This design comes from an exercise in tuning for small area, a short achievable clock period and few clock cycles per item on the open sky130 flow, not from production work.
Only simulation tests tie the RTL to the original design; equivalence was not proved.
Power figures rest on the tool's default switching activity, not on a simulated workload.

===== flow/config.mk =====
export PLATFORM = sky130hd
export DESIGN_NAME = voltmeter_display_controller_core
export DESIGN_NICKNAME = voltmeter_display_controller_core
export VERILOG_FILES = /design/flow/design.v
export SDC_FILE = /design/flow/constraint.sdc
export NUM_CORES = 4
export LEC_CHECK = 0
export ABC_CLOCK_PERIOD_IN_PS = 2000
export CAP_MARGIN = 20
export CORE_MARGIN = 2
export CORE_UTILIZATION = 40
export CTS_BUF_LIST = sky130_fd_sc_hd__clkbuf_4 sky130_fd_sc_hd__clkbuf_8
export CTS_CLUSTER_DIAMETER = 60
export CTS_CLUSTER_SIZE = 40
export SLEW_MARGIN = 20

===== flow/constraint.sdc =====
create_clock -name core_clock -period 8.0 [get_ports {i_clk}]
set_input_delay 1.6000 -clock core_clock [delete_from_list [all_inputs] [get_ports {i_clk}]]
set_output_delay 1.6000 -clock core_clock [all_outputs]
set_load 0.01 [all_outputs]

===== flow/design.v =====
`default_nettype none
package vdc_pkg;
    localparam int ADC_W      = 10;
    localparam int ACC_W      = 13;    
    localparam int CNT_W      = 3;
    localparam int FUNC_W     = 2;
    localparam int SW_W       = 4;
    localparam int VAL_W      = 7;
    localparam int DUTY_W     = 7;
    localparam int SEG_W      = 8;
    localparam int PERIOD_W   = 16;
    localparam int PL_W       = 10;    
    localparam int OPD_W      = 11;    
    localparam int CFG_IDX_W  = 3;
    localparam int CFG_DATA_W = 16;
    localparam logic [PERIOD_W-1:0] PERIOD_RST = 16'd25000;
    localparam logic [DUTY_W-1:0]   LEVEL0_RST = 7'd3;
    localparam logic [DUTY_W-1:0]   LEVEL1_RST = 7'd15;
    localparam logic [DUTY_W-1:0]   LEVEL2_RST = 7'd40;
    localparam logic [DUTY_W-1:0]   LEVEL3_RST = 7'd90;
    localparam logic [ACC_W-1:0] ACC_BIAS = 13'd120;
    localparam logic [FUNC_W-1:0] FUNC_SAMPLE  = 2'd0;
    localparam logic [FUNC_W-1:0] FUNC_REFRESH = 2'd1;
    localparam logic [FUNC_W-1:0] FUNC_SWITCH  = 2'd2;
    localparam logic [FUNC_W-1:0] FUNC_NONE    = 2'd3;
    function automatic logic [SEG_W-2:0] glyph(input logic [3:0] d);
        case (d)
            4'd0:    glyph = 7'h77;
            4'd1:    glyph = 7'h41;
            4'd2:    glyph = 7'h3B;
            4'd3:    glyph = 7'h6B;
            4'd4:    glyph = 7'h4D;
            4'd5:    glyph = 7'h6E;
            4'd6:    glyph = 7'h7E;
            4'd7:    glyph = 7'h43;
            4'd8:    glyph = 7'h7F;
            4'd9:    glyph = 7'h6F;
            4'd10:   glyph = 7'h5F;
            4'd11:   glyph = 7'h7C;
            4'd12:   glyph = 7'h36;
            4'd13:   glyph = 7'h79;
            4'd14:   glyph = 7'h3E;
            default: glyph = 7'h1E;
        endcase
    endfunction
    function automatic logic [SEG_W-1:0] refresh_seg(input logic t, input logic [VAL_W-1:0] v);
        logic [3:0] d;
        case ({t, v})
            8'h00: d = 4'd0;
            8'h01: d = 4'd1;
            8'h02: d = 4'd2;
            8'h03: d = 4'd3;
            8'h04: d = 4'd4;
            8'h05: d = 4'd5;
            8'h06: d = 4'd6;
            8'h07: d = 4'd7;
            8'h08: d = 4'd8;
            8'h09: d = 4'd9;
            8'h0A: d = 4'd0;
            8'h0B: d = 4'd1;
            8'h0C: d = 4'd2;
            8'h0D: d = 4'd3;
            8'h0E: d = 4'd4;
            8'h0F: d = 4'd5;
            8'h10: d = 4'd6;
            8'h11: d = 4'd7;
            8'h12: d = 4'd8;
            8'h13: d = 4'd9;
            8'h14: d = 4'd0;
            8'h15: d = 4'd1;
            8'h16: d = 4'd2;
            8'h17: d = 4'd3;
            8'h18: d = 4'd4;
            8'h19: d = 4'd5;
            8'h1A: d = 4'd6;
            8'h1B: d = 4'd7;
            8'h1C: d = 4'd8;
            8'h1D: d = 4'd9;
            8'h1E: d = 4'd0;
            8'h1F: d = 4'd1;
            8'h20: d = 4'd2;
            8'h21: d = 4'd3;
            8'h22: d = 4'd4;
            8'h23: d = 4'd5;
            8'h24: d = 4'd6;
            8'h25: d = 4'd7;
            8'h26: d = 4'd8;
            8'h27: d = 4'd9;
            8'h28: d = 4'd0;
            8'h29: d = 4'd1;
            8'h2A: d = 4'd2;
            8'h2B: d = 4'd3;
            8'h2C: d = 4'd4;
            8'h2D: d = 4'd5;
            8'h2E: d = 4'd6;
            8'h2F: d = 4'd7;
            8'h30: d = 4'd8;
            8'h31: d = 4'd9;
            8'h32: d = 4'd0;
            8'h33: d = 4'd1;
            8'h34: d = 4'd2;
            8'h35: d = 4'd3;
            8'h36: d = 4'd4;
            8'h37: d = 4'd5;
            8'h38: d = 4'd6;
            8'h39: d = 4'd7;
            8'h3A: d = 4'd8;
            8'h3B: d = 4'd9;
            8'h3C: d = 4'd0;
            8'h3D: d = 4'd1;
            8'h3E: d = 4'd2;
            8'h3F: d = 4'd3;
            8'h40: d = 4'd4;
            8'h41: d = 4'd5;
            8'h42: d = 4'd6;
            8'h43: d = 4'd7;
            8'h44: d = 4'd8;
            8'h45: d = 4'd9;
            8'h46: d = 4'd0;
            8'h47: d = 4'd1;
            8'h48: d = 4'd2;
            8'h49: d = 4'd3;
            8'h4A: d = 4'd4;
            8'h4B: d = 4'd5;
            8'h4C: d = 4'd6;
            8'h4D: d = 4'd7;
            8'h4E: d = 4'd8;
            8'h4F: d = 4'd9;
            8'h50: d = 4'd0;
            8'h51: d = 4'd1;
            8'h52: d = 4'd2;
            8'h53: d = 4'd3;
            8'h54: d = 4'd4;
            8'h55: d = 4'd5;
            8'h56: d = 4'd6;
            8'h57: d = 4'd7;
            8'h58: d = 4'd8;
            8'h59: d = 4'd9;
            8'h5A: d = 4'd0;
            8'h5B: d = 4'd1;
            8'h5C: d = 4'd2;
            8'h5D: d = 4'd3;
            8'h5E: d = 4'd4;
            8'h5F: d = 4'd5;
            8'h60: d = 4'd6;
            8'h61: d = 4'd7;
            8'h62: d = 4'd8;
            8'h63: d = 4'd9;
            8'h64: d = 4'd0;
            8'h65: d = 4'd1;
            8'h66: d = 4'd2;
            8'h67: d = 4'd3;
            8'h68: d = 4'd4;
            8'h69: d = 4'd5;
            8'h6A: d = 4'd6;
            8'h6B: d = 4'd7;
            8'h6C: d = 4'd8;
            8'h6D: d = 4'd9;
            8'h6E: d = 4'd0;
            8'h6F: d = 4'd1;
            8'h70: d = 4'd2;
            8'h71: d = 4'd3;
            8'h72: d = 4'd4;
            8'h73: d = 4'd5;
            8'h74: d = 4'd6;
            8'h75: d = 4'd7;
            8'h76: d = 4'd8;
            8'h77: d = 4'd9;
            8'h78: d = 4'd0;
            8'h79: d = 4'd1;
            8'h7A: d = 4'd2;
            8'h7B: d = 4'd3;
            8'h7C: d = 4'd4;
            8'h7D: d = 4'd5;
            8'h7E: d = 4'd6;
            8'h7F: d = 4'd7;
            8'h80: d = 4'd0;
            8'h81: d = 4'd0;
            8'h82: d = 4'd0;
            8'h83: d = 4'd0;
            8'h84: d = 4'd0;
            8'h85: d = 4'd0;
            8'h86: d = 4'd0;
            8'h87: d = 4'd0;
            8'h88: d = 4'd0;
            8'h89: d = 4'd0;
            8'h8A: d = 4'd1;
            8'h8B: d = 4'd1;
            8'h8C: d = 4'd1;
            8'h8D: d = 4'd1;
            8'h8E: d = 4'd1;
            8'h8F: d = 4'd1;
            8'h90: d = 4'd1;
            8'h91: d = 4'd1;
            8'h92: d = 4'd1;
            8'h93: d = 4'd1;
            8'h94: d = 4'd2;
            8'h95: d = 4'd2;
            8'h96: d = 4'd2;
            8'h97: d = 4'd2;
            8'h98: d = 4'd2;
            8'h99: d = 4'd2;
            8'h9A: d = 4'd2;
            8'h9B: d = 4'd2;
            8'h9C: d = 4'd2;
            8'h9D: d = 4'd2;
            8'h9E: d = 4'd3;
            8'h9F: d = 4'd3;
            8'hA0: d = 4'd3;
            8'hA1: d = 4'd3;
            8'hA2: d = 4'd3;
            8'hA3: d = 4'd3;
            8'hA4: d = 4'd3;
            8'hA5: d = 4'd3;
            8'hA6: d = 4'd3;
            8'hA7: d = 4'd3;
            8'hA8: d = 4'd4;
            8'hA9: d = 4'd4;
            8'hAA: d = 4'd4;
            8'hAB: d = 4'd4;
            8'hAC: d = 4'd4;
            8'hAD: d = 4'd4;
            8'hAE: d = 4'd4;
            8'hAF: d = 4'd4;
            8'hB0: d = 4'd4;
            8'hB1: d = 4'd4;
            8'hB2: d = 4'd5;
            8'hB3: d = 4'd5;
            8'hB4: d = 4'd5;
            8'hB5: d = 4'd5;
            8'hB6: d = 4'd5;
            8'hB7: d = 4'd5;
            8'hB8: d = 4'd5;
            8'hB9: d = 4'd5;
            8'hBA: d = 4'd5;
            8'hBB: d = 4'd5;
            8'hBC: d = 4'd6;
            8'hBD: d = 4'd6;
            8'hBE: d = 4'd6;
            8'hBF: d = 4'd6;
            8'hC0: d = 4'd6;
            8'hC1: d = 4'd6;
            8'hC2: d = 4'd6;
            8'hC3: d = 4'd6;
            8'hC4: d = 4'd6;
            8'hC5: d = 4'd6;
            8'hC6: d = 4'd7;
            8'hC7: d = 4'd7;
            8'hC8: d = 4'd7;
            8'hC9: d = 4'd7;
            8'hCA: d = 4'd7;
            8'hCB: d = 4'd7;
            8'hCC: d = 4'd7;
            8'hCD: d = 4'd7;
            8'hCE: d = 4'd7;
            8'hCF: d = 4'd7;
            8'hD0: d = 4'd8;
            8'hD1: d = 4'd8;
            8'hD2: d = 4'd8;
            8'hD3: d = 4'd8;
            8'hD4: d = 4'd8;
            8'hD5: d = 4'd8;
            8'hD6: d = 4'd8;
            8'hD7: d = 4'd8;
            8'hD8: d = 4'd8;
            8'hD9: d = 4'd8;
            8'hDA: d = 4'd9;
            8'hDB: d = 4'd9;
            8'hDC: d = 4'd9;
            8'hDD: d = 4'd9;
            8'hDE: d = 4'd9;
            8'hDF: d = 4'd9;
            8'hE0: d = 4'd9;
            8'hE1: d = 4'd9;
            8'hE2: d = 4'd9;
            8'hE3: d = 4'd9;
            8'hE4: d = 4'd10;
            8'hE5: d = 4'd10;
            8'hE6: d = 4'd10;
            8'hE7: d = 4'd10;
            8'hE8: d = 4'd10;
            8'hE9: d = 4'd10;
            8'hEA: d = 4'd10;
            8'hEB: d = 4'd10;
            8'hEC: d = 4'd10;
            8'hED: d = 4'd10;
            8'hEE: d = 4'd11;
            8'hEF: d = 4'd11;
            8'hF0: d = 4'd11;
            8'hF1: d = 4'd11;
            8'hF2: d = 4'd11;
            8'hF3: d = 4'd11;
            8'hF4: d = 4'd11;
            8'hF5: d = 4'd11;
            8'hF6: d = 4'd11;
            8'hF7: d = 4'd11;
            8'hF8: d = 4'd12;
            8'hF9: d = 4'd12;
            8'hFA: d = 4'd12;
            8'hFB: d = 4'd12;
            8'hFC: d = 4'd12;
            8'hFD: d = 4'd12;
            8'hFE: d = 4'd12;             
            default: d = 4'd12;
        endcase
        refresh_seg = {t, glyph(d)};
    endfunction
endpackage
`default_nettype wire
`default_nettype none
import vdc_pkg::*;
module vdc_cfg (
    input  wire logic                    i_clk,
    input  wire logic                    i_rst_n,
    input  wire logic                    i_cfg_we,
    input  wire logic [CFG_IDX_W-1:0]    i_cfg_idx,
    input  wire logic [CFG_DATA_W-1:0]   i_cfg_data,
    input  wire logic                    i_rotate,
    output      logic [PERIOD_W-1:0]     o_period,
    output      logic [4*DUTY_W-1:0]     o_levels
);
    logic [PERIOD_W-1:0] r_period;
    logic [DUTY_W-1:0]   r_level0, r_level1, r_level2, r_level3;
    always_ff @(posedge i_clk) begin
        if (!i_rst_n) begin
            r_period <= PERIOD_RST;
            r_level0 <= LEVEL0_RST;
            r_level1 <= LEVEL1_RST;
            r_level2 <= LEVEL2_RST;
            r_level3 <= LEVEL3_RST;
        end else begin
            if (i_cfg_we && i_cfg_idx == 3'd0) r_period <= i_cfg_data;
            else if (i_rotate)                 r_period <= {r_period[PERIOD_W-2:0], r_period[PERIOD_W-1]};
            if (i_cfg_we && i_cfg_idx == 3'd1) r_level0 <= i_cfg_data[DUTY_W-1:0];
            if (i_cfg_we && i_cfg_idx == 3'd2) r_level1 <= i_cfg_data[DUTY_W-1:0];
            if (i_cfg_we && i_cfg_idx == 3'd3) r_level2 <= i_cfg_data[DUTY_W-1:0];
            if (i_cfg_we && i_cfg_idx == 3'd4) r_level3 <= i_cfg_data[DUTY_W-1:0];
        end
    end
    assign o_period = r_period;
    assign o_levels = {r_level3, r_level2, r_level1, r_level0};
endmodule
`default_nettype wire
`default_nettype none
import vdc_pkg::*;
module vdc_state (
    input  wire logic                 i_clk,
    input  wire logic                 i_rst_n,
    input  wire logic                 i_load,
    input  wire logic [FUNC_W-1:0]    i_func,
    input  wire logic [PL_W-1:0]      i_pl,
    output      logic [FUNC_W-1:0]    o_op,
    output      logic [OPD_W-1:0]     o_opd
);
    logic [ACC_W-1:0]  r_acc;      
    logic [CNT_W-1:0]  r_count;
    logic              r_volt;     
    logic [FUNC_W-1:0] r_op;
    logic [OPD_W-1:0]  r_opd;
    logic [ACC_W:0]    w_acc_sum;
    logic              w_sample, w_last;
    assign w_acc_sum = (ACC_W+1)'(r_acc) + (ACC_W+1)'(i_pl);
    assign w_sample  = (i_func == FUNC_SAMPLE) && r_volt;
    assign w_last    = (r_count == 3'd7);
    always_ff @(posedge i_clk) begin
        if (!i_rst_n) begin
            r_acc   <= ACC_BIAS;
            r_count <= '0;
            r_volt  <= 1'b1;
        end else if (i_load) begin
            if (w_sample) begin
                r_acc   <= w_last ? ACC_BIAS : w_acc_sum[ACC_W-1:0];
                r_count <= r_count + 3'd1;
            end
            if (i_func == FUNC_SWITCH && i_pl[9:8] != 2'd3)
                r_volt <= (i_pl[9:8] == 2'd0);
        end
    end
    always_ff @(posedge i_clk) begin
        if (i_load) begin
            if (i_func == FUNC_SAMPLE) begin
                r_op  <= (w_sample && w_last) ? FUNC_SAMPLE : FUNC_NONE;
                r_opd <= w_acc_sum[ACC_W:3];
            end else begin
                r_op  <= i_func;
                r_opd <= OPD_W'(i_pl);
            end
        end
    end
    assign o_op  = r_op;
    assign o_opd = r_opd;
endmodule
`default_nettype wire
`default_nettype none
import vdc_pkg::*;
module vdc_out (
    input  wire logic                 i_clk,
    input  wire logic                 i_rst_n,
    input  wire logic                 i_load,
    input  wire logic [FUNC_W-1:0]    i_op,
    input  wire logic [OPD_W-1:0]     i_opd,
    input  wire logic                 i_period_we,   
    input  wire logic [PERIOD_W-1:0]  i_period,
    output      logic                 o_busy,
    output      logic                 o_rotate,   
    output      logic [SEG_W-1:0]     o_seg,
    output      logic [DUTY_W-1:0]    o_duty,
    output      logic [VAL_W-1:0]     o_value,
    output      logic [PERIOD_W-1:0]  o_compare
);
    logic [VAL_W-1:0]  r_value;
    logic              r_toggle;
    logic [DUTY_W-1:0] r_duty;
    logic [SEG_W-1:0]  r_seg;      
    logic [PERIOD_W:0] r_q;
    logic [6:0]        r_rem;
    logic [5:0]        w_a;
    logic [4:0]        w_b;
    logic              w_ge1;
    logic [VAL_W-1:0]  w_avg_val;
    assign w_a       = i_opd[10:5];
    assign w_b       = i_opd[4:0];
    assign w_ge1     = w_a[5] || (w_b >= ~w_a[4:0]);
    assign w_avg_val = (w_a == 6'd31 && w_b == 5'd31) ? 7'd33 : VAL_W'(w_a) + VAL_W'(w_ge1);
    logic [1:0]        w_mode;
    logic [DUTY_W-1:0] w_lv;
    logic              w_lv_zero, w_lv_full;
    assign w_mode    = i_opd[9:8];
    assign w_lv      = i_opd[DUTY_W-1:0];
    assign w_lv_zero = (w_lv == 7'd0);
    assign w_lv_full = (w_lv >= 7'd100);
    logic w_sw, w_set0, w_setp, w_start;
    assign w_sw    = i_load && (i_op == FUNC_SWITCH);
    assign w_set0  = w_sw && (w_mode == 2'd0 || (w_mode == 2'd2 && w_lv_zero));
    assign w_setp  = w_sw && (w_mode == 2'd1 || (w_mode == 2'd2 && w_lv_full));
    assign w_start = (i_period_we && r_duty != 7'd0) || (w_sw && w_mode == 2'd2 && !w_lv_zero && !w_lv_full);
    always_ff @(posedge i_clk) begin
        if (!i_rst_n) begin
            r_value  <= '0;
            r_toggle <= 1'b0;
            r_duty   <= '0;
            r_seg    <= '0;
        end else if (i_load) begin
            case (i_op)
                FUNC_SAMPLE: r_value <= w_avg_val;
                FUNC_REFRESH: begin
                    r_toggle <= !r_toggle;
                    r_seg    <= vdc_pkg::refresh_seg(r_toggle, r_value);
                end
                FUNC_SWITCH: case (w_mode)
                    2'd0: r_duty <= 7'd0;
                    2'd1: r_duty <= 7'd100;
                    2'd2: begin
                        r_duty  <= w_lv_full ? 7'd100 : w_lv;
                        r_value <= w_lv;
                    end
                    default: ;
                endcase
                default: ;
            endcase
        end
    end
    logic [8:0] w_t;
    logic [1:0] w_k;
    logic [8:0] w_rem;
    logic [1:0] r_kq;
    logic [PERIOD_W-1:0] w_inc;      
    always_comb begin
        for (int i = 0; i < PERIOD_W; i++)
            w_inc[i] = r_kq[1] && (&(r_q[PERIOD_W-1:0] | (16'hffff << i)));
    end
    logic       w_step;
    assign o_busy   = !r_q[PERIOD_W];
    assign w_step   = o_busy && !r_q[PERIOD_W-1];
    assign o_rotate = w_step;
    assign w_t      = {1'b0, r_rem, 1'b0} + (i_period[PERIOD_W-1] ? {2'b00, r_duty} : 9'd0);
    always_comb begin
        if (w_t >= 9'd200) begin
            w_k   = 2'd2;
            w_rem = w_t - 9'd200;
        end else if (w_t >= 9'd100) begin
            w_k   = 2'd1;
            w_rem = w_t - 9'd100;
        end else begin
            w_k   = 2'd0;
            w_rem = w_t;
        end
    end
    always_ff @(posedge i_clk) begin
        if (!i_rst_n) begin
            r_q <= {1'b1, {PERIOD_W{1'b0}}};
        end else if (w_start) begin
            r_q <= '0;      
        end else if (w_set0) begin
            r_q <= {1'b1, {PERIOD_W{1'b0}}};
        end else if (w_setp) begin
            r_q <= {1'b1, i_period};
        end else if (o_busy) begin
            r_q <= {r_q[PERIOD_W-1:0] ^ w_inc, r_kq[0]};
        end
    end
    always_ff @(posedge i_clk) begin
        if (w_start) begin
            r_kq  <= 2'd1;
            r_rem <= '0;
        end else if (w_step) begin
            r_kq  <= w_k;
            r_rem <= w_rem[6:0];
        end
    end
    assign o_seg     = r_seg;
    assign o_duty    = r_duty;
    assign o_value   = r_value;
    assign o_compare = r_q[PERIOD_W-1:0];
endmodule
`default_nettype wire
`default_nettype none
import vdc_pkg::*;
module voltmeter_display_controller_core (
    input  wire logic                           i_clk,
    input  wire logic                           i_rst_n,
    input  wire logic                           i_cfg_we,
    input  wire logic [vdc_pkg::CFG_IDX_W-1:0]  i_cfg_idx,
    input  wire logic [vdc_pkg::CFG_DATA_W-1:0] i_cfg_data,
    input  wire logic                           i_in_valid,
    output      logic                           o_in_ready,
    input  wire logic [vdc_pkg::FUNC_W-1:0]     i_in_func,
    input  wire logic [9:0]                     i_in_sample,
    input  wire logic [vdc_pkg::SW_W-1:0]       i_in_switches,
    output      logic                           o_out_valid,
    input  wire logic                           i_out_ready,
    output      logic [vdc_pkg::SEG_W-1:0]      o_out_segments,
    output      logic                           o_out_digit_high,
    output      logic [vdc_pkg::DUTY_W-1:0]     o_out_duty_percent,
    output      logic [vdc_pkg::PERIOD_W-1:0]   o_out_compare_count,
    output      logic [vdc_pkg::VAL_W-1:0]      o_out_shown_value
);
    logic [PERIOD_W-1:0]  w_period;
    logic [4*DUTY_W-1:0]  w_levels;
    logic                 w_busy, w_rotate;
    logic                 r_m_valid, r_k_valid, r_p_valid, r_s_pend;
    logic                 w_take, w_adv1, w_adv2;
    assign o_out_valid = r_s_pend && !w_busy;
    assign w_adv2      = r_p_valid && !w_busy && (!r_s_pend || i_out_ready);
    assign w_adv1      = r_m_valid && (!r_p_valid || w_adv2);
    assign o_in_ready  = !r_k_valid;
    assign w_take      = i_in_valid && !r_k_valid;
    always_ff @(posedge i_clk) begin
        if (!i_rst_n) begin
            r_m_valid <= 1'b0;
            r_k_valid <= 1'b0;
            r_p_valid <= 1'b0;
            r_s_pend  <= 1'b0;
        end else begin
            if (w_adv1) begin
                r_m_valid <= r_k_valid || w_take;
                r_k_valid <= 1'b0;
            end else if (w_take) begin
                r_m_valid <= 1'b1;
                r_k_valid <= r_m_valid;
            end
            if (w_adv1)      r_p_valid <= 1'b1;
            else if (w_adv2) r_p_valid <= 1'b0;
            if (w_adv2)                          r_s_pend <= 1'b1;
            else if (o_out_valid && i_out_ready) r_s_pend <= 1'b0;
        end
    end
    logic [FUNC_W-1:0]    r_m_func,  r_k_func;
    logic [PL_W-1:0]      r_m_pl,    r_k_pl;
    logic [PL_W-1:0]      w_in_pl;
    logic [DUTY_W-1:0]    w_in_lv;
    assign w_in_lv = w_levels[i_in_switches[3:2]*DUTY_W +: DUTY_W];
    assign w_in_pl = (i_in_func == FUNC_SWITCH) ? {i_in_switches[1:0], 1'b0, w_in_lv}
                                                : i_in_sample;
    always_ff @(posedge i_clk) begin
        if (w_adv1 ? !r_k_valid : !r_m_valid) begin
            r_m_func <= i_in_func;
            r_m_pl   <= w_in_pl;
        end else if (w_adv1) begin
            r_m_func <= r_k_func;
            r_m_pl   <= r_k_pl;
        end
        if (!r_k_valid) begin
            r_k_func <= i_in_func;
            r_k_pl   <= w_in_pl;
        end
    end
    logic w_period_we;
    assign w_period_we = i_cfg_we && (i_cfg_idx == 3'd0);
    vdc_cfg u_cfg (
        .i_clk      (i_clk),
        .i_rst_n    (i_rst_n),
        .i_cfg_we   (i_cfg_we),
        .i_cfg_idx  (i_cfg_idx),
        .i_cfg_data (i_cfg_data),
        .i_rotate   (w_rotate),
        .o_period   (w_period),
        .o_levels   (w_levels)
    );
    logic [FUNC_W-1:0]   w_op;
    logic [OPD_W-1:0]    w_opd;
    logic [SEG_W-1:0]    w_seg;
    logic [DUTY_W-1:0]   w_duty;
    logic [VAL_W-1:0]    w_value;
    logic [PERIOD_W-1:0] w_compare;
    vdc_state u_state (
        .i_clk      (i_clk),
        .i_rst_n    (i_rst_n),
        .i_load     (w_adv1),
        .i_func     (r_m_func),
        .i_pl       (r_m_pl),
        .o_op       (w_op),
        .o_opd      (w_opd)
    );
    vdc_out u_out (
        .i_clk       (i_clk),
        .i_rst_n     (i_rst_n),
        .i_load      (w_adv2),
        .i_op        (w_op),
        .i_opd       (w_opd),
        .i_period_we (w_period_we),
        .i_period    (w_period),
        .o_busy      (w_busy),
        .o_rotate    (w_rotate),
        .o_seg       (w_seg),
        .o_duty      (w_duty),
        .o_value     (w_value),
        .o_compare   (w_compare)
    );
    assign o_out_segments      = w_seg;
    assign o_out_digit_high    = w_seg[SEG_W-1];
    assign o_out_duty_percent  = w_duty;
    assign o_out_compare_count = w_compare;
    assign o_out_shown_value   = w_value;
endmodule
`default_nettype wire

===== flow/flow/run.sh =====
#!/bin/bash
# Standard layout, with the port buffers made from buf_2 cells instead of the
# default choice, and timing repair aiming further below the clock period.
set -euo pipefail
export BUFFER_PORTS_ARGS="-buffer_cell sky130_fd_sc_hd__buf_2"
export SETUP_SLACK_MARGIN=5
bash standard.sh > standard.log 2>&1

===== flow/standard.sh =====
#!/bin/bash
# synth_recipe.tcl (not shown) runs the flow's synth.tcl, then flattens the netlist and writes it again
# the make line also repeats each setting of config.mk as NAME=value (left out here)
make -C /OpenROAD-flow-scripts/flow DESIGN_CONFIG=/design/flow/config.mk WORK_HOME=/design/flow/orfs CLKGATE_MAP_FILE= SYNTH_SCRIPT=/design/flow/synth_recipe.tcl "${@:-finish}"

==> results.toml, run 1 <==
[run_status]
status = "timing/DRC/antenna clean"

[setup_path]
r2r-end = "u_out.r_rem[5]$_SDFFE_PP0P_"
worst_setup_path_end_kind = "register"
regToRegSetupSlack_ns = 5.03
crit_slowest_cell = "dfxtp_4"
cp-start-kind = "register"
required_ns = 8.33
cpPeakStageDelay_ns = 0.38
r2r-start = "u_cfg.r_period[15]$_SDFFE_PN0P_"
cp_max_fo = 7
worstSetupPathType = "register to register"
crit_chain = "nand2_2 -> inv_1 -> ha_1 -> a211o_1 -> and3_4 -> or2_4 -> ha_4 -> a311oi_4 -> o32ai_4 -> o21a_2 -> a221oi_2 -> a311oi_2"
cp.arrival_ns = 3.30
r2r_cells = 12

[cells_and_area]
multi_input_area_sq_mm = 0.00548
syn_to_final_growth_pct = 15.9
final_nets = 1154
most-common-layout-cells = "nand2_1 (142), dfxtp_1 (106), buf_2 (80)"
final_common_cell = "nand2_1"
antenna_cells = 0
drive_gt1_share_pct = 23.1
register_area_sq_mm = 0.00341
num-fill-cells = 2159

[clock_tree]
path_clk_slew_ns = 0.08
cts_buffers = 17
htree_levels = 4
cts_root_buf = "clkbuf_8"
clk_latency_ns = 0.45
clk_path_buf_depth = 2
tritoncts = "built"
cts.sinks = 151

[power]
p_int_mw = 1.50
p_leak_nw = 4.42
powerDensity_mw_per_mm2 = 207
vdd_drop_max_mv = 0.105
p_sw_mw = 0.672
combPwrFrac_pct = 27.8
p_seq_share_pct = 41.4
clockPowerShare_pct = 30.8
p_sw_share_pct = 31.0

[floorplanning]
fp.dieH_um = 154
rows = 55
ios = 81
die_area_sq_mm = 0.0238
core-area_sq_mm = 0.0224
initial_core_util_pct = 40.3
die_w_um = 154

[sta]
setup_slack_ns = 5.03
worst_pin_slew_ns = 1.06
report.final.slew_viol_count = 0
relSlewSlack_pct = 29.3
fmax_mhz = 337
setup_viol = 0
min_period_ns = 2.97
fin_hold_ws_ns = 0.449
period_share_pct = 37.1
tns_ns = 0
finClkSkew_ns = 0.0138
rsz0062_at_grt = "yes"
finalHoldViolations = 0

[route]
ant_nets = 0
drtIter0Drc = 480
drc_errors = 0
dr_total_vias = 7285
wl_per_cell_um = 15.7
viasPerCell = 5.34
routed_wl_mm = 21.4
firstDrtPassIters = 5

[place]
gp_congestion = 0.834
hpwlAfterDp_mm = 14.6
dp_slack_ns = 4.32
port_buffers = 80

[synth]
synth_seq_cells = 151
synth_enable_flop_cells = 37
avgSynthCellArea_sq_um = 8.93
seq_area_frac_synth_pct = 37.5
syn-num-nets = 1101
synth_cell_types = 81
netlist_instances = 1013
synth_top_flop_cell = "dfxtp_1"
syn-cell-area_sq_mm = 0.00905
async_flop_share_pct = 0
synth_warnings = 4

[grt]
grt_overflow_total = 0
antenna_found_initial = 0
track_usage_pct = 17.6
grt_pass1_vias = 6657
grt_start_max_net_pins = 92
grt_pass1_wl_mm = 34.3

[hold_path]
hp-class = "register to register"
hold_depth = 2
holdCritStartpoint = "u_out.r_seg[3]$_SDFFE_PN0P_"
hold_path_end = "u_out.r_seg[3]$_SDFFE_PN0P_"

[run]
maxCapViolations = 0
[worst max path at each step]
stage	from	to	slack (ns)	cells after the start
after floorplan	i_out_ready	u_state.r_acc[10]$_SDFFE_PN0P_	4.96	8
after global placement	i_out_ready	u_out.r_q[15]$_SDFFE_PP0P_	4.34	9
after detailed placement	i_out_ready	r_m_pl[8]$_DFFE_PP_	4.32	6
after CTS	i_out_ready	u_out.r_q[15]$_SDFFE_PP0P_	5.00	9
after global routing	u_cfg.r_period[15]$_SDFFE_PN0P_	u_out.r_rem[5]$_SDFFE_PP0P_	4.91	12
final	u_cfg.r_period[15]$_SDFFE_PN0P_	u_out.r_rem[5]$_SDFFE_PP0P_	5.03	12
[critical path, delay by kind of cell, from the launching register on]
kind                     cells  cell delay, ns
AO/OA/AOI/OAI                6            1.40
AND/OR/NAND/NOR              3            0.56
adder cells (fa/ha/maj)      2            0.45
flip-flops                   1            0.38
buffers and inverters        1            0.05
[metal layers]
metal,up-vias,share of wire (%),global-route usage (%)
met1,3431,50,25.7
met5,-,0,0
met4,0,1.5,5.20
li1,3692,-,-
met3,21,3.7,2.91
met2,141,44,26.6
[Yosys cell counts (4+ instances only)]
| library cell | n | area, sq um |
|---|---|---|
| nand3_1 | 43 | 215 |
| nor3_1 | 12 | 60.1 |
| o21bai_1 | 4 | 30.0 |
| dfxtp_1 | 114 | 2280 |
| o22ai_1 | 5 | 31.3 |
| nand2_1 | 146 | 548 |
| nor4_1 | 5 | 31.3 |
| edfxtp_1 | 37 | 1110 |
| a211oi_1 | 8 | 60.1 |
| inv_1 | 38 | 143 |
| buf_4 | 21 | 158 |
| xor2_1 | 18 | 158 |
| mux4_2 | 9 | 203 |
| o211ai_1 | 8 | 60.1 |
| xnor2_1 | 19 | 166 |
| o21ai_0 | 33 | 165 |
| a211o_1 | 4 | 35.0 |
| nand4_1 | 5 | 31.3 |
| and2_1 | 16 | 100 |
| a221oi_1 | 17 | 149 |
| or3_1 | 4 | 25.0 |
| o211a_1 | 16 | 160 |
| a21o_1 | 7 | 52.6 |
| o21a_1 | 4 | 30.0 |
| a22oi_1 | 11 | 82.6 |
| nor2b_1 | 41 | 257 |
| and3_1 | 6 | 37.5 |
| a21boi_0 | 17 | 128 |
| a21oi_1 | 35 | 175 |
| mux2_2 | 22 | 248 |
| ha_1 | 46 | 576 |
| nand2b_1 | 11 | 68.8 |
| clkbuf_1 | 45 | 169 |
| mux2i_1 | 30 | 300 |
| or2_2 | 5 | 31.3 |
| buf_2 | 4 | 20.0 |
| nor2_1 | 78 | 293 |
[through the flow]
step	cells	cell area [sq um]	util [%]	power (mW)
5_1_grt	1364	10500	46.8	2.29
3_5_place_dp	1310	9610	42.8	1.40
4_1_cts	1353	10200	45.7	2.11
3_3_place_gp	1310	9610	42.8	1.40
6_report	1364	10500	46.8	2.17
2_1_floorplan	1013	9220	-	1.30
[power groups by stage]
stage | sequential (mW) | clock [mW] | combinational (mW)
floorplan | 0.892 | 0 | 0.410
global placement | 0.914 | 0 | 0.482
detailed placement | 0.913 | 0 | 0.487
CTS | 0.895 | 0.686 | 0.531
global route | 0.905 | 0.716 | 0.668
finish | 0.898 | 0.668 | 0.602
[registers in the layout, summed over array words and instances (netlist names), 2 cells and up]
signal	count
r_m_func	2
u_state.r_opd	11
u_out.r_seg	8
u_cfg.r_period	16
r_m_pl	10
u_cfg.r_level2	7
u_out.r_q	17
r_k_pl	10
u_out.r_duty	7
r_k_func	2
u_out.r_kq	2
u_out.r_rem	7
u_state.r_acc	13
u_state.r_count	3
u_cfg.r_level0	7
u_cfg.r_level3	7
u_cfg.r_level1	7
u_state.r_op	2
u_out.r_value	7
[timing repair]
| action | CTS | global route |
|---|---|---|
| pin swaps | 10 | 25 |
| setup buffers | 11 | 11 |
| endpoints found under the setup margin | 48 | 32 |
| resized for setup | 24 | 38 |
| gates cloned | 0 | 0 |
| hold buffers | 0 | 0 |
[cell families (layout without fill, tap and decap cells)]
group           after synthesis  after routing  synth area share, %
fa+ha+maj                    49             49                 6.91
compound gates              209            209                 17.3
xor+xnor                     37             37                 3.58
flops                       151            151                 37.5
mux                          63             63                 8.55
simple gates                390            390                 20.4
buf+inv                     114            180                 5.75
[layout make-up]
class	instances	share of cell area, %
clock buffer	19	2.37
sequential	151	32.5
inverter	39	1.56
multi-input combinational	748	52.3
clock inverter	13	1.93
tap	285	3.40
timing repair buffer	109	5.93
Testbench counts, summed over its fixed seeds: cycles 17,396, items 16,046.
==> inputs of run 2 (changes only) <==
--- a/flow/config.mk
+++ b/flow/config.mk
@@ -10,6 +10,6 @@
 export CORE_MARGIN = 2
 export CORE_UTILIZATION = 40
 export CTS_BUF_LIST = sky130_fd_sc_hd__clkbuf_4 sky130_fd_sc_hd__clkbuf_8
-export CTS_CLUSTER_DIAMETER = 60
-export CTS_CLUSTER_SIZE = 40
+export CTS_CLUSTER_DIAMETER = 150
+export CTS_CLUSTER_SIZE = 80
 export SLEW_MARGIN = 20
==> run 2 against run 1 <==
Via count unchanged. Power stayed put. Non-clock buffer count is the same. Utilization stayed put. Area after synthesis is the same. Flip-flop and latch count unchanged. Largest power group unchanged.
==> results.toml, run 2 <==
[run_status]
status = "timing/DRC/antenna clean"

[hold_path]
hp-class = "register to register"
holdCritStartpoint = "u_out.r_seg[3]$_SDFFE_PN0P_"
hold_depth = 2
hold_path_end = "u_out.r_seg[3]$_SDFFE_PN0P_"

[cells_and_area]
num-fill-cells = 2159
drive_gt1_share_pct = 23.1
finish.instance_area_sq_mm = 0.0105
reg.largest.list = "u_out.r_q: 17 flops, u_cfg.r_period: 16 flops, u_state.r_acc: 13 flops"
syn_to_final_growth_pct = 15.9
most-common-layout-cells = "nand2_1 (142), dfxtp_1 (106), buf_2 (80)"
largest_reg_flops = 17
final_nets = 1154
final_common_cell = "nand2_1"
top_register = "u_out.r_q"
antenna_cells = 0

[grt]
track_usage_pct = 17.6
antenna_found_initial = 0
grt_pass1_vias = 6657
grt_overflow_total = 0
grt_pass1_wl_mm = 34.3
grt_start_max_net_pins = 92

[sta]
min_period_ns = 2.97
setup_viol = 0
fmax_mhz = 337
relSlewSlack_pct = 29.3
rsz0062_at_grt = "yes"
finClkSkew_ns = 0.0138
worst_pin_slew_ns = 1.06
finalHoldViolations = 0
tns_ns = 0
report.final.slew_viol_count = 0
fin_hold_ws_ns = 0.449
period_share_pct = 37.1

[route]
drc_errors = 0
routed_wl_mm = 21.4
viasPerCell = 5.34
firstDrtPassIters = 5
dr_total_vias = 7285
drtIter0Drc = 480
ant_nets = 0
wl_per_cell_um = 15.7

[power]
p_leak_nw = 4.42
p_seq_share_pct = 41.4
p_sw_mw = 0.672
p_int_mw = 1.50
vdd_drop_max_mv = 0.105
clockPowerShare_pct = 30.8
powerDensity_mw_per_mm2 = 207
combPwrFrac_pct = 27.8
p_sw_share_pct = 31.0

[synth]
synth_seq_cells = 151
synth_warnings = 4
seq_area_frac_synth_pct = 37.5
synth.most_common_cell = "nand2_1"
synth_area_leaders = "dfxtp_1 (25%), edfxtp_1 (12%), ha_1 (6.4%)"
synth_top_cell_area_share_pct = 25.2
ys_top_cells_by_count = "nand2_1 (146), dfxtp_1 (114), nor2_1 (78), ha_1 (46), clkbuf_1 (45)"
netlist_instances = 1013
async_flop_share_pct = 0
syn-cell-area_sq_mm = 0.00905
synth_cell_types = 81
avgSynthCellArea_sq_um = 8.93
synth_top_cell_by_area = "dfxtp_1"
syn-num-nets = 1101
synth_enable_flop_cells = 37
synth_top_flop_cell = "dfxtp_1"

[run]
maxCapViolations = 0

[floorplanning]
core-area_sq_mm = 0.0224
die_w_um = 154
fp.dieH_um = 154
die_area_sq_mm = 0.0238
ios = 81
initial_core_util_pct = 40.3
rows = 55

[clock_tree]
clk_path_buf_depth = 2
holdBufCountCts = 0
cts_buffers = 17
clk_latency_ns = 0.45
path_clk_slew_ns = 0.08
tritoncts = "built"
cts_root_buf = "clkbuf_8"
cts.sinks = 151
htree_levels = 4

[place]
dpl_cell_area_sq_mm = 0.00961
port_buffers = 80
hpwlAfterDp_mm = 14.6
gp_congestion = 0.834

[setup_path]
r2r-end = "u_out.r_rem[5]$_SDFFE_PP0P_"
required_ns = 8.33
cp.arrival_ns = 3.30
r2r_cells = 12
cp_max_fo = 7
worst_setup_path_end_kind = "register"
cp-start-kind = "register"
worstSetupPathType = "register to register"
r2r-start = "u_cfg.r_period[15]$_SDFFE_PN0P_"
regToRegSetupSlack_ns = 5.03
run 2: power groups by stage:
stage / logic, mW / clock network, mW / registers, mW
floorplan: 0.410 / 0 / 0.892
global placement: 0.482 / 0 / 0.914
detailed placement: 0.487 / 0 / 0.913
CTS: 0.531 / 0.686 / 0.895
global route: 0.668 / 0.716 / 0.905
finish: 0.602 / 0.668 / 0.898
run 2: cell families (layout without fill, tap and decap cells):
| family | count (synthesis) | count (layout) | share of synthesized area, % |
|---|---|---|---|
| buffers and inverters | 114 | 180 | 5.75 |
| AOI/OAI and AO/OA | 209 | 209 | 17.3 |
| DFF | 151 | 151 | 37.5 |
| xor gates and xnor gates | 37 | 37 | 3.58 |
| muxes | 63 | 63 | 8.55 |
| adders and majority gates | 49 | 49 | 6.91 |
| and+or+nand+nor | 390 | 390 | 20.4 |
run 2: through the flow:
stage | total power [mW] | util [%] | setup WS, ns | cells
after CTS | 2.11 | 45.7 | 5.00 | 1353
final | 2.17 | 46.8 | 5.03 | 1364
after floorplan | 1.30 | - | 4.96 | 1013
after global routing | 2.29 | 46.8 | 4.91 | 1364
after detailed placement | 1.40 | 42.8 | 4.32 | 1310
after global placement | 1.40 | 42.8 | 4.34 | 1310
run 2: cell type report:
cell class	instances	area [sq um]	area share (%)
clock buffer	19	249	2.37
clock inverter	13	203	1.93
inverter	39	164	1.56
multi-input combinational	748	5480	52.3
sequential	151	3410	32.5
tap	285	357	3.40
timing repair buffer	109	622	5.93
run 2: how the worst max path moves through the flow:
stage,from,endpoint,slack (ns),depth (start not counted)
finish,u_cfg.r_period[15]$_SDFFE_PN0P_,u_out.r_rem[5]$_SDFFE_PP0P_,5.03,12
CTS,i_out_ready,u_out.r_q[15]$_SDFFE_PP0P_,5.00,9
global route,u_cfg.r_period[15]$_SDFFE_PN0P_,u_out.r_rem[5]$_SDFFE_PP0P_,4.91,12
detailed placement,i_out_ready,r_m_pl[8]$_DFFE_PP_,4.32,6
global placement,i_out_ready,u_out.r_q[15]$_SDFFE_PP0P_,4.34,9
floorplan,i_out_ready,u_state.r_acc[10]$_SDFFE_PN0P_,4.96,8
run 2: layer usage:
layer / routed length [um] / share of wire, % / vias up / GRT usage [%]
li1: - / - / 3692 / -
met1: 10800 / 50 / 3431 / 25.7
met2: 9490 / 44 / 141 / 26.6
met3: 795 / 3.7 / 21 / 2.91
met4: 314 / 1.5 / 0 / 5.20
met5: 0 / 0 / - / 0
run 2: worst max-delay path, cell delays in order, from the launching register on:
cell and delay (ns):
dfxtp_4 0.38, nand2_2 0.08, inv_1 0.05, ha_1 0.26, a211o_1 0.31, and3_4 0.20
or2_4 0.28, ha_4 0.19, a311oi_4 0.34, o32ai_4 0.19, o21a_2 0.25, a221oi_2 0.25
a311oi_2 0.06
run 2: what timing repair did:
| item | CTS | global route |
|---|---|---|
| pin swaps | 10 | 25 |
| endpoints found under the setup margin | 48 | 32 |
| setup buffers | 11 | 11 |
| resized for setup | 24 | 38 |
==> inputs of run 3 (changes only) <==
==> flow/flow/run.sh (replaced) <==
#!/bin/bash
# The standard layout (standard.sh: standard synthesis and ORFS flow),
# with two changes: the port buffers are buf_2 cells instead of the default
# choice, and timing repair aims for a setup slack of 5 ns. ORFS writes each
# step's log under orfs/logs/; make's own output goes to standard.log.
set -euo pipefail
export BUFFER_PORTS_ARGS="-buffer_cell sky130_fd_sc_hd__buf_2"
export SETUP_SLACK_MARGIN=5
bash standard.sh > standard.log 2>&1
--- a/flow/config.mk
+++ b/flow/config.mk
@@ -10,6 +10,7 @@
 export CORE_MARGIN = 2
 export CORE_UTILIZATION = 40
 export CTS_BUF_LIST = sky130_fd_sc_hd__clkbuf_4 sky130_fd_sc_hd__clkbuf_8
-export CTS_CLUSTER_DIAMETER = 150
-export CTS_CLUSTER_SIZE = 80
+export CTS_CLUSTER_DIAMETER = 60
+export CTS_CLUSTER_SIZE = 40
+export PLACE_DENSITY = 0.75
 export SLEW_MARGIN = 20
==> run 3 against run 2 <==
Highest routed layer unchanged. Flip-flop and latch count stayed put. Worst setup slack better by 0.028 ns. Fmax grew 0.95%. Via count up 2.4%. Clock skew rose by 0.00097 ns. Count of clock-buffer cells in the layout rose by 3. Global-route usage about the same. Die area unchanged. Sequential share of layout area rose by 0.53 points.
==> results.toml, run 3 <==
[synth]
synth_cell_types = 81
synth.most_common_cell = "nand2_1"
seq_area_frac_synth_pct = 37.5
synth_top_flop_cell = "dfxtp_1"
synth_top_cell_area_share_pct = 25.2
syn-cell-area_sq_mm = 0.00905
syn-num-nets = 1101
synth_warnings = 4
netlist_instances = 1013
synth_top_cell_by_area = "dfxtp_1"
synth_seq_cells = 151
avgSynthCellArea_sq_um = 8.93
synth_area_leaders = "dfxtp_1 (25%), edfxtp_1 (12%), ha_1 (6.4%)"
synth_enable_flop_cells = 37
async_flop_share_pct = 0
ys_top_cells_by_count = "nand2_1 (146), dfxtp_1 (114), nor2_1 (78), ha_1 (46), clkbuf_1 (45)"

[floorplanning]
initial_core_util_pct = 40.3
die_area_sq_mm = 0.0238
core-area_sq_mm = 0.0224
ios = 81
die_w_um = 154
fp.dieH_um = 154
rows = 55

[place]
port_buffers = 80
hpwlAfterDp_mm = 14.6
dp_slack_ns = 4.27
gp_congestion = 0.856

[setup_path]
regToRegSetupSlack_ns = 5.06
r2r-end = "u_out.r_rem[6]$_SDFFE_PP0P_"
r2r_cells = 13
cp-start-kind = "register"
required_ns = 8.38
cp.arrival_ns = 3.32
cp_max_fo = 7
r2r-start = "u_cfg.r_period[15]$_SDFFE_PN0P_"
worst_setup_path_end_kind = "register"
worstSetupPathType = "register to register"

[power]
vdd_drop_max_mv = 0.105
p_leak_nw = 4.36
powerDensity_mw_per_mm2 = 198

[cells_and_area]
reg.largest.list = "u_out.r_q: 17 flops, u_cfg.r_period: 16 flops, u_state.r_acc: 13 flops"
syn_to_final_growth_pct = 14.4
top_register = "u_out.r_q"
most-common-layout-cells = "nand2_1 (143), dfxtp_1 (104), buf_2 (80)"
antenna_cells = 0
drive_gt1_share_pct = 22.3
final_common_cell = "nand2_1"
num-fill-cells = 2117
multi_input_area_sq_mm = 0.00546
final_nets = 1149
register_area_sq_mm = 0.00342
largest_reg_flops = 17

[sta]
relSlewSlack_pct = 42.8
finalHoldViolations = 0
min_period_ns = 2.94
finClkSkew_ns = 0.0148
setup_viol = 0
tns_ns = 0
rsz0062_at_grt = "yes"
setup_slack_ns = 5.06
period_share_pct = 36.7
worst_pin_slew_ns = 0.858
fmax_mhz = 340
report.final.slew_viol_count = 0

[clock_tree]
path_clk_slew_ns = 0.08
cts_buffers = 17
cts.sinks = 151
tritoncts = "built"
clk_path_buf_depth = 2
htree_levels = 4
clk_latency_ns = 0.46
cts_root_buf = "clkbuf_8"

[hold_path]
hold_depth = 2
hold_path_end = "u_out.r_seg[2]$_SDFFE_PN0P_"
holdCritStartpoint = "u_out.r_seg[2]$_SDFFE_PN0P_"
hp-class = "register to register"

[route]
wl_per_cell_um = 15.5
drtIter0Drc = 552
dr_total_vias = 7462
wl_met3_um = 990
route.top_layer_used = "met4"
viasPerCell = 5.49
routed_wl_mm = 21.1
dr_wl_met2_mm = 9.69
firstDrtPassIters = 6
drc_errors = 0
ant_nets = 0
wl_met1_mm = 9.98

[run_status]
status = "timing/DRC/antenna clean"

[grt]
grt_overflow_total = 0
grt_pass1_vias = 6972
grt_pass1_wl_mm = 34.5
grt_start_max_net_pins = 92
antenna_found_initial = 0
track_usage_pct = 17.6

[run]
maxCapViolations = 0
[run 3: cell counts after synthesis]
No cell type changed its count.
[run 3: repair_timing]
item	CTS	global route
gates cloned	1	0
buffers inserted	8	10
hold endpoints to repair	0	0
hold buffers	0	0
gates resized for setup	26	33
setup endpoints to repair	49	35
pin swaps	8	27
[run 3: layer usage]
metal	track usage (%)	vias to the layer above
li1	-	3693
met5	0	-
met3	3.42	37
met1	24.0	3552
met4	6.31	0
met2	27.9	180
[run 3: how the worst max path moves through the flow]
stage | start | to | slack [ns] | cells past startpoint
2_1_floorplan | i_out_ready | u_state.r_acc[10]$_SDFFE_PN0P_ | 4.96 | 8
5_1_grt | u_cfg.r_period[15]$_SDFFE_PN0P_ | u_out.r_rem[6]$_SDFFE_PP0P_ | 4.91 | 13
3_3_place_gp | i_out_ready | u_out.r_q[15]$_SDFFE_PP0P_ | 4.32 | 9
3_5_place_dp | i_out_ready | u_out.r_q[15]$_SDFFE_PP0P_ | 4.27 | 9
6_report | u_cfg.r_period[15]$_SDFFE_PN0P_ | u_out.r_rem[6]$_SDFFE_PP0P_ | 5.06 | 13
4_1_cts | u_out.r_value[1]$_SDFFE_PN0P_ | u_out.r_seg[5]$_SDFFE_PN0P_ | 4.96 | 12
[run 3: through the flow]
stage	utilization (%)	area (sq um)	power [mW]	hold slack, ns	cells
after floorplan	-	9220	1.30	0.427	1013
after global placement	42.8	9590	1.38	0.429	1308
after global routing	46.1	10400	2.16	0.463	1359
after detailed placement	42.8	9590	1.40	0.432	1308
after CTS	45.2	10100	1.99	0.446	1349
final	46.1	10400	2.05	0.442	1359
[run 3: critical path: stages, from the launching register on]
cell and delay (ns):
dfxtp_4 0.40, and2_4 0.16, ha_4 0.12, inv_2 0.03, fa_2 0.38, xnor2_2 0.16
buf_4 0.14, ha_4 0.14, o211ai_4 0.10, a311oi_4 0.45, o32ai_4 0.19, a211oi_2 0.29
xnor2_1 0.12, a211oi_2 0.18
[run 3: final cells by class]
type / instances / area share [%]
clock buffer: 22 / 2.74
sequential: 151 / 33.1
timing repair buffer: 103 / 5.54
tap: 285 / 3.44
multi-input combinational: 749 / 52.8
inverter: 39 / 1.55
clock inverter: 10 / 0.882
[run 3: power breakdown]
part           internal [mW]  switching, mW
Clock                  0.274          0.290
Combinational          0.266          0.314
Sequential             0.840         0.0617
Total                   1.38          0.666
[run 3: cells by family after synthesis]
group	Yosys count	share of synthesized area (%)
AO/OA/AOI/OAI	209	17.3
XOR/XNOR	37	3.58
adder cells (fa/ha/maj)	49	6.91
buffers and inverters	114	5.75
flip-flops	151	37.5
multiplexers	63	8.55
AND/OR/NAND/NOR	390	20.4
==> inputs of run 4 (changes only) <==
--- a/flow/config.mk
+++ b/flow/config.mk
@@ -5,6 +5,7 @@
 export SDC_FILE = /design/flow/constraint.sdc
 export NUM_CORES = 4
 export LEC_CHECK = 0
+export ABC_AREA = 1
 export ABC_CLOCK_PERIOD_IN_PS = 2000
 export CAP_MARGIN = 20
 export CORE_MARGIN = 2
==> run 4 against run 3 <==
Still clean. Critical path depth down 12. Clock power grew 9.4%. Clock skew rose by 0.00061 ns. Area after synthesis is 0.79% lower. Critical endpoint is now o_out_shown_value[5]. Largest power group unchanged.
==> results.toml, run 4 <==
[cells_and_area]
syn_to_final_growth_pct = 10.7
most-common-layout-cells = "nand2_1 (326), inv_1 (132), nand3_1 (113)"
top_register = "u_out.r_q"
antenna_cells = 0
final_common_cell = "nand2_1"
reg.largest.list = "u_out.r_q: 17 flops, u_cfg.r_period: 16 flops, u_state.r_acc: 13 flops"
largest_reg_flops = 17
drive_gt1_share_pct = 14.4
final_nets = 1400

[setup_path]
r2r_cells = 19
regToRegSetupSlack_ns = 5.28
crit_chain = "buf_2"
cp-start-kind = "register"
worst_setup_path_end_kind = "primary output"
cp_max_fo = 11
cp.arrival_ns = 1.27
cp_top_family = "flip-flops"
worstSetupPathType = "register to primary output"
required_ns = 6.40
r2r-start = "u_cfg.r_period[15]$_SDFFE_PN0P_"
crit_slowest_cell = "dfxtp_1"
cpPeakStageDelay_ns = 0.59
r2r-end = "u_out.r_rem[2]$_SDFFE_PP0P_"
cp.buffers_inverters = 1

[place]
port_buffers = 80
dp_slack_ns = 4.20
hpwlAfterDp_mm = 16.1
gp_congestion = 0.927

[hold_path]
hp-class = "register to register"
hold_depth = 2
holdCritStartpoint = "u_cfg.r_level1[0]$_SDFFE_PN1P_"
hold_path_end = "u_cfg.r_level1[0]$_SDFFE_PN1P_"

[grt]
grt_overflow_total = 0
grtUsageMet3_pct = 3.02
met1_usage_pct = 24.9
track_usage_pct = 18.6
antenna_found_initial = 0
grt_pass1_wl_mm = 36.6
grt.busiest_layer = "met2"
grtUsageMet2_pct = 30.0
grt_start_max_net_pins = 53
grt_pass1_vias = 7713

[floorplanning]
rows = 54
ios = 81
fp.dieH_um = 154
die_area_sq_mm = 0.0237
core-area_sq_mm = 0.0220
die_w_um = 154
initial_core_util_pct = 40.9

[clock_tree]
holdBufCountCts = 0
cts.sinks = 151
tritoncts = "built"
clk_path_buf_depth = 2
cts_root_buf = "clkbuf_8"
clk_latency_ns = 0.46
path_clk_slew_ns = 0.08
cts_buffers = 17
htree_levels = 4

[synth]
synth_top_flop_cell = "dfxtp_1"
ys_top_cells_by_count = "nand2_1 (328), inv_1 (134), dfxtp_1 (114), nand3_1 (113), nor2_1 (107)"
synth_warnings = 4
synth_enable_flop_cells = 37
synth_area_leaders = "dfxtp_1 (25%), nand2_1 (14%), edfxtp_1 (12%)"
synth_cell_types = 50
netlist_instances = 1257
synth_seq_cells = 151
avgSynthCellArea_sq_um = 7.14
synth_top_cell_by_area = "dfxtp_1"
synth.most_common_cell = "nand2_1"
syn-cell-area_sq_mm = 0.00898
seq_area_frac_synth_pct = 37.8
syn-num-nets = 1345
synth_top_cell_area_share_pct = 25.4
async_flop_share_pct = 0

[sta]
min_period_ns = 2.87
setup_viol = 0
report.final.slew_viol_count = 0
setup_slack_ns = 5.13
fmax_mhz = 348
rsz0062_at_grt = "yes"
relSlewSlack_pct = 39.3
finClkSkew_ns = 0.0154
worst_pin_slew_ns = 0.911
period_share_pct = 35.9
tns_ns = 0
finalHoldViolations = 0

[power]
p_leak_nw = 4.54
vdd_drop_max_mv = 0.111
powerDensity_mw_per_mm2 = 203

[route]
drtIter0Drc = 602
ant_nets = 0
firstDrtPassIters = 8
drc_errors = 0
dr_total_vias = 8354
routed_wl_mm = 21.8
viasPerCell = 5.20
wl_per_cell_um = 13.6

[run]
maxCapViolations = 0

[run_status]
status = "timing/DRC/antenna clean"
==> run 4: through the flow <==
stage,std cells,utilization (%),power [mW],hold slack [ns],instance area (sq um)
2_1_floorplan,1257,-,1.27,0.424,8980
3_3_place_gp,1567,43.0,1.39,0.434,9440
3_5_place_dp,1567,43.0,1.40,0.439,9440
4_1_cts,1603,45.1,2.02,0.460,9900
5_1_grt,1605,45.3,2.14,0.483,9940
6_report,1605,45.3,2.01,0.456,9940
==> run 4: power by group <==
group | leakage (nW) | internal [mW] | switching, mW
Sequential | 1.30 | 0.847 | 0.0538
Combinational | 3.03 | 0.176 | 0.319
Clock | 0.209 | 0.303 | 0.314
Total | 4.54 | 1.33 | 0.686
==> run 4: layer usage <==
metal	vias up	part of all wire, %
met5	-	0
met4	0	2.9
met3	36	4.8
met2	239	46
met1	3807	47
li1	4272	-
==> run 4: worst max-delay path by stage <==
stage	from	endpoint	cells past startpoint
after floorplan	i_in_switches[2]	r_m_pl[0]$_DFFE_PP_	6
after global placement	i_cfg_we	u_out.r_q[10]$_SDFFE_PP0P_	12
after detailed placement	i_cfg_we	u_out.r_q[10]$_SDFFE_PP0P_	12
after CTS	u_out.r_value[3]$_SDFFE_PN0P_	o_out_shown_value[3]	1
after global routing	u_cfg.r_period[15]$_SDFFE_PN0P_	u_out.r_rem[4]$_SDFFE_PP0P_	19
final	u_out.r_value[5]$_SDFFE_PN0P_	o_out_shown_value[5]	1
==> run 4: cell type report <==
type | instances | area [sq um]
Clock inverter | 13 | 156
Timing Repair Buffer | 88 | 460
Fill cell | 2224 | 12000
Sequential cell | 151 | 3400
Inverter | 153 | 583
Clock buffer | 19 | 262
Multi-Input combinational cell | 901 | 4730
Tap cell | 280 | 350
==> run 4: cells by family (layout without fill, tap and decap cells) <==
kind of cell    after synthesis  after routing  share of synthesized area, %
fa+ha+maj                    48             48                          6.86
flops                       151            151                          37.8
simple gates                615            615                          29.7
buf+inv                     205            273                          9.77
mux                           9              9                          1.13
xor+xnor                     10             10                         0.976
compound gates              219            219                          13.7
==> run 4: timing repair <==
action	CTS	global route
endpoints found under the setup margin	39	32
gates resized for setup	4	9
cloned	0	0
buffers inserted	4	2
==> inputs of run 5 (changes only) <==
==> flow/flow/run.sh (replaced) <==
#!/bin/bash
# The standard layout (standard.sh: standard synthesis and ORFS flow),
# with two changes: the port buffers are buf_2 cells instead of the default
# choice, and timing repair aims for a setup slack of 5.6 ns. ORFS writes each
# step's log under orfs/logs/; make's own output goes to standard.log.
set -euo pipefail
export BUFFER_PORTS_ARGS="-buffer_cell sky130_fd_sc_hd__buf_2"
export SETUP_SLACK_MARGIN=5.6
bash standard.sh > standard.log 2>&1
==> run 5 against run 4 <==
Hold slack better by 0.0010 ns. First-iteration DRC count is 17% higher. Fmax is 7.6% higher. Critical path type unchanged. Critical endpoint is now o_in_ready.
==> results.toml, run 5 <==
[cells_and_area]
antenna_cells = 0
top_register = "u_out.r_q"
largest_reg_flops = 17
syn_to_final_growth_pct = 35.6
num-fill-cells = 1855
layout.cells.non_filler = 1714
drive_gt1_share_pct = 35.1
final_common_cell = "nand2_1"
final_nets = 1509
most-common-layout-cells = "nand2_1 (284), inv_1 (106), buf_4 (99)"
reg.largest.list = "u_out.r_q: 17 flops, u_cfg.r_period: 16 flops, u_state.r_acc: 13 flops"

[clock_tree]
cts_root_buf = "clkbuf_8"
cts_buffers = 17
holdBufCountCts = 0
tritoncts = "built"
clk_latency_ns = 0.46
clk_path_buf_depth = 2
path_clk_slew_ns = 0.07
cts.sinks = 151
htree_levels = 4

[place]
gp_congestion = 0.879
port_buffers = 80
hpwlAfterDp_mm = 16.6
place_inst = 1568

[synth]
synth_seq_cells = 151
syn-num-nets = 1345
synth_warnings = 4
async_flop_share_pct = 0
avgSynthCellArea_sq_um = 7.14
synth_top_cell_area_share_pct = 25.4
synth_top_cell_by_area = "dfxtp_1"
synth_enable_flop_cells = 37
synth_area_leaders = "dfxtp_1 (25%), nand2_1 (14%), edfxtp_1 (12%)"
synth_cell_types = 50
synth.most_common_cell = "nand2_1"
syn-cell-area_sq_mm = 0.00898
netlist_instances = 1257
seq_area_frac_synth_pct = 37.8
synth_top_flop_cell = "dfxtp_1"
ys_top_cells_by_count = "nand2_1 (328), inv_1 (134), dfxtp_1 (114), nand3_1 (113), nor2_1 (107)"

[power]
vdd_drop_max_mv = 0.111
p_leak_nw = 5.31
powerDensity_mw_per_mm2 = 187

[setup_path]
r2r-end = "u_out.r_rem[2]$_SDFFE_PP0P_"
regToRegSetupSlack_ns = 5.55
cp.buffers_inverters = 2
worst_setup_path_end_kind = "primary output"
cpPeakStageDelay_ns = 0.36
crit_slowest_cell = "dfxtp_2"
cp_max_fo = 2
cp.arrival_ns = 1.07
r2r-start = "u_cfg.r_period[15]$_SDFFE_PN0P_"
cp_top_family = "flip-flops"
r2r_cells = 19
worstSetupPathType = "register to primary output"
cp-start-kind = "register"
required_ns = 6.40
crit_chain = "clkinvlp_4 -> buf_6"

[floorplanning]
die_w_um = 154
die_area_sq_mm = 0.0237
core-area_sq_mm = 0.0220
fp.dieH_um = 154
rows = 54
ios = 81
initial_core_util_pct = 40.9

[route]
drtIter0Drc = 703
drc_errors = 0
routed_wl_mm = 26.4
ant_nets = 0
firstDrtPassIters = 5
wl_per_cell_um = 15.4
dr_total_vias = 9254
viasPerCell = 5.40
wl_met3_mm = 1.69
dr_wl_met2_mm = 12.9
route.top_layer_used = "met4"
wl_met1_mm = 11.1

[sta]
setup_viol = 0
report.final.slew_viol_count = 0
tns_ns = 0
period_share_pct = 33.4
min_period_ns = 2.67
worst_pin_slew_ns = 0.557
relSlewSlack_pct = 62.8
finalHoldViolations = 0
finClkSkew_ns = 0.00998
fmax_mhz = 375
rsz0062_at_grt = "yes"

[hold_path]
hold_depth = 2
hold_path_end = "u_cfg.r_level1[1]$_SDFFE_PN1P_"
holdCritStartpoint = "u_cfg.r_level1[1]$_SDFFE_PN1P_"
hp-class = "register to register"

[grt]
grt_start_max_net_pins = 53
antenna_found_initial = 0
track_usage_pct = 20.3
grt_pass1_wl_mm = 39.8
grt_overflow_total = 0
grt_pass1_vias = 8205

[run_status]
status = "timing/DRC/antenna clean"

[run]
maxCapViolations = 0
[run 5: cell counts after synthesis]
Identical to the previous run, type by type.
[run 5: cell type report]
cell class	count	area, sq um	share of cell area, %
Multi-Input combinational cell	904	5630	46.3
Sequential cell	151	3490	28.6
Timing Repair inverter	3	23.8	0.195
Tap cell	280	350	2.88
Timing Repair Buffer	191	1590	13.1
Inverter	153	688	5.65
Clock buffer	18	241	1.98
Clock inverter	14	158	1.29
[run 5: what timing repair did]
| item | in CTS | in global routing |
|---|---|---|
| pin swaps | 40 | 68 |
| setup buffers | 60 | 48 |
| resized for setup | 178 | 163 |
| setup endpoints to repair | 138 | 111 |
| endpoints found under the hold margin | 0 | 0 |
| gates cloned | 2 | 4 |
[run 5: worst min-delay path: stages (launching register included)]
cell and delay, ns:
dfxtp_1 0.33, nand2_1 0.05, nand3_1 0.05
[run 5: worst max-delay path by stage]
stage	startpoint	to	slack, ns	cells after the start
after floorplan	i_out_ready	r_m_pl[5]$_DFFE_PP_	5.16	8
after global placement	i_out_ready	u_state.r_acc[12]$_SDFFE_PN0P_	4.84	11
after detailed placement	i_out_ready	u_state.r_acc[10]$_SDFFE_PN0P_	4.75	11
after CTS	r_k_valid$_SDFFE_PP0P_	o_in_ready	5.32	2
after global routing	r_k_valid$_SDFFE_PP0P_	o_in_ready	5.29	2
final	r_k_valid$_SDFFE_PP0P_	o_in_ready	5.33	2
[run 5: report_power, final]
group	internal [mW]	switching, mW
combinational	0.336	0.451
clock	0.309	0.287
sequential	0.843	0.0558
[run 5: metrics by stage]
stage	util, %	total power [mW]	area [sq um]	setup WS [ns]	hold slack, ns
2_1_floorplan	-	1.29	9190	5.16	0.424
6_report	55.5	2.28	12200	5.33	0.457
4_1_cts	50.5	2.13	11100	5.32	0.458
3_5_place_dp	43.7	1.41	9600	4.75	0.439
3_3_place_gp	43.7	1.40	9600	4.84	0.433
5_1_grt	55.5	2.40	12200	5.29	0.488
[run 5: logic make-up after synthesis]
group                      Yosys count  share of synthesized area, %
AOI/OAI and AO/OA                  219                          13.7
and+or+nand+nor                    615                          29.7
muxes                                9                          1.13
adders and majority gates           48                          6.86
xor gates and xnor gates            10                         0.976
buffers and inverters              205                          9.77
DFF                                151                          37.8
[run 5: metal layers]
metal / up-vias / GRT usage (%)
li1: 4502 / -
met1: 4301 / 26.9
met2: 376 / 33.5
met3: 75 / 3.86
met4: 0 / 6.94
met5: - / 0
==> inputs of run 6 (changes only) <==
==> flow/flow/run.sh (replaced) <==
#!/bin/bash
# The standard layout (standard.sh: standard synthesis and ORFS flow),
# with two changes: the port buffers are buf_2 cells instead of the default
# choice, and timing repair aims for a setup slack of 5.4 ns. ORFS writes each
# step's log under orfs/logs/; make's own output goes to standard.log.
set -euo pipefail
export BUFFER_PORTS_ARGS="-buffer_cell sky130_fd_sc_hd__buf_2"
export SETUP_SLACK_MARGIN=5.4
bash standard.sh > standard.log 2>&1
==> run 6 against run 5 <==
Sequential share of layout area up 4.2 points. Clock skew up 0.00090 ns. First-iteration DRC count down 39%. Hold slack worse by 0.0039 ns. Non-clock buffer count down 69. Final area down 13%.
==> results.toml, run 6 <==
[run_status]
status = "timing/DRC/antenna clean"

[route]
viasPerCell = 5.23
drc_errors = 0
ant_nets = 0
wl_per_cell_um = 14.0
drtIter0Drc = 431
routed_wl_mm = 23.0
firstDrtPassIters = 5

[cells_and_area]
top_register = "u_out.r_q"
finish.utilization_pct = 48.2
layout.cells.non_filler = 1640
final_nets = 1436
reg.largest.list = "u_out.r_q: 17 flops, u_cfg.r_period: 16 flops, u_state.r_acc: 13 flops"
final_common_cell = "nand2_1"
largest_reg_flops = 17
finish.instance_area_sq_mm = 0.0106
most-common-layout-cells = "nand2_1 (310), inv_1 (121), nand3_1 (110)"
drive_gt1_share_pct = 22.9
antenna_cells = 0

[sta]
setup_viol = 0
report.final.slew_viol_count = 0
worst_pin_slew_ns = 0.659
tns_ns = 0
rsz0062_at_grt = "yes"
period_share_pct = 33.4
finalHoldViolations = 0
fmax_mhz = 374

[floorplanning]
fp.dieH_um = 154
core-area_sq_mm = 0.0220
ios = 81
initial_core_util_pct = 40.9
rows = 54

[synth]
synth_warnings = 4
netlist_instances = 1257
synth_cell_types = 50
seq_area_frac_synth_pct = 37.8
syn-cell-area_sq_mm = 0.00898
synth_enable_flop_cells = 37
avgSynthCellArea_sq_um = 7.14
synth_top_flop_cell = "dfxtp_1"
synth.most_common_cell = "nand2_1"
ys_top_cells_by_count = "nand2_1 (328), inv_1 (134), dfxtp_1 (114), nand3_1 (113), nor2_1 (107)"
async_flop_share_pct = 0

[power]
vdd_drop_max_mv = 0.128
p_leak_nw = 4.76
finalPower_mw = 2.00

[run]
maxCapViolations = 0

[clock_tree]
htree_levels = 4
path_clk_slew_ns = 0.07
cts.sinks = 151
cts_buffers = 17
cts_root_buf = "clkbuf_8"
tritoncts = "built"

[grt]
antenna_found_initial = 0
track_usage_pct = 18.8
grt_pass1_wl_mm = 36.6
grt_overflow_total = 0

[place]
hpwlAfterDp_mm = 16.2
dpl_cell_area_sq_mm = 0.00951
port_buffers = 80
place_inst = 1567
gp_congestion = 0.901

[setup_path]
cp.arrival_ns = 1.07
worst_setup_path_end_kind = "primary output"
cp-start-kind = "register"
cpPeakStageDelay_ns = 0.36
cp_max_fo = 2
crit_slowest_cell = "dfxtp_2"
cp.buffers_inverters = 2
crit_chain = "clkinvlp_4 -> buf_6"

[hold_path]
hp-class = "register to register"
-- run 6: cell counts after synthesis --
No cell type changed its count.
-- run 6: layer usage --
metal | GRT usage, % | vias to the layer above | share of wire (%)
li1 | - | 4346 | -
met1 | 24.8 | 3916 | 45
met2 | 30.6 | 271 | 47
met3 | 3.78 | 41 | 5.4
met4 | 7.21 | 0 | 2.0
met5 | 0 | - | 0
-- run 6: what timing repair did --
action                     CTS  global route
resized for setup           60            79
gates cloned                 0             2
setup endpoints to repair   94            86
setup buffers               18            22
pin swaps                    3            18
-- run 6: stage by stage --
stage	setup WS, ns	hold slack, ns
CTS	5.31	0.456
detailed placement	4.71	0.437
global placement	4.78	0.433
finish	5.33	0.453
global route	5.29	0.474
floorplan	5.16	0.424
-- run 6: path summary, 6_finish.rpt --
| path | slack (ns) | from | end | cells past startpoint |
|---|---|---|---|---|
| min reg2reg | 0.45 | u_cfg.r_level1[2]$_SDFFE_PN1P_ | u_cfg.r_level1[2]$_SDFFE_PN1P_ | 2 |
| max | 5.33 | r_k_valid$_SDFFE_PP0P_ | o_in_ready | 2 |
| min | 0.45 | u_cfg.r_level1[2]$_SDFFE_PN1P_ | u_cfg.r_level1[2]$_SDFFE_PN1P_ | 2 |
| max reg2reg | 5.47 | u_out.r_duty[1]$_SDFFE_PN0P_ | u_out.r_rem[6]$_SDFFE_PP0P_ | 17 |
-- run 6: power by group --
group / switching, mW / total (mW) / internal, mW
registers: 0.0484 / 0.892 / 0.844
clock network: 0.270 / 0.511 / 0.241
logic: 0.372 / 0.601 / 0.230
-- run 6: cell type report --
cell class | count | area [sq um]
fill | 2118 | 11400
multi-input combinational | 902 | 4980
sequential | 151 | 3480
timing repair buffer | 122 | 818
inverter | 153 | 616
tap | 280 | 350
clock buffer | 25 | 300
clock inverter | 6 | 30.0
timing repair inverter | 1 | 7.51
-- run 6: tightest hold or removal path: stages, from the launching register on --
cell,delay [ns]
dfxtp_1,0.32
nand2_1,0.05
nand3_1,0.05
-- run 6: logic make-up (layout without fill, tap and decap cells) --
logic type / after synthesis / in the layout / share of synthesized area, %
xor gates and xnor gates: 10 / 10 / 0.976
buffers and inverters: 205 / 307 / 9.77
DFF: 151 / 151 / 37.8
muxes: 9 / 9 / 1.13
and+or+nand+nor: 615 / 616 / 29.7
AOI/OAI and AO/OA: 219 / 219 / 13.7
adders and majority gates: 48 / 48 / 6.86

Setup slack of run 6, layout unchanged: 5.329 ns with ideal ports, 5.290 ns with driving cells assumed (clock clkbuf_16, inputs buf_2), 4.995 ns with port delays also shifted by the 0.497 ns mid clock arrival.
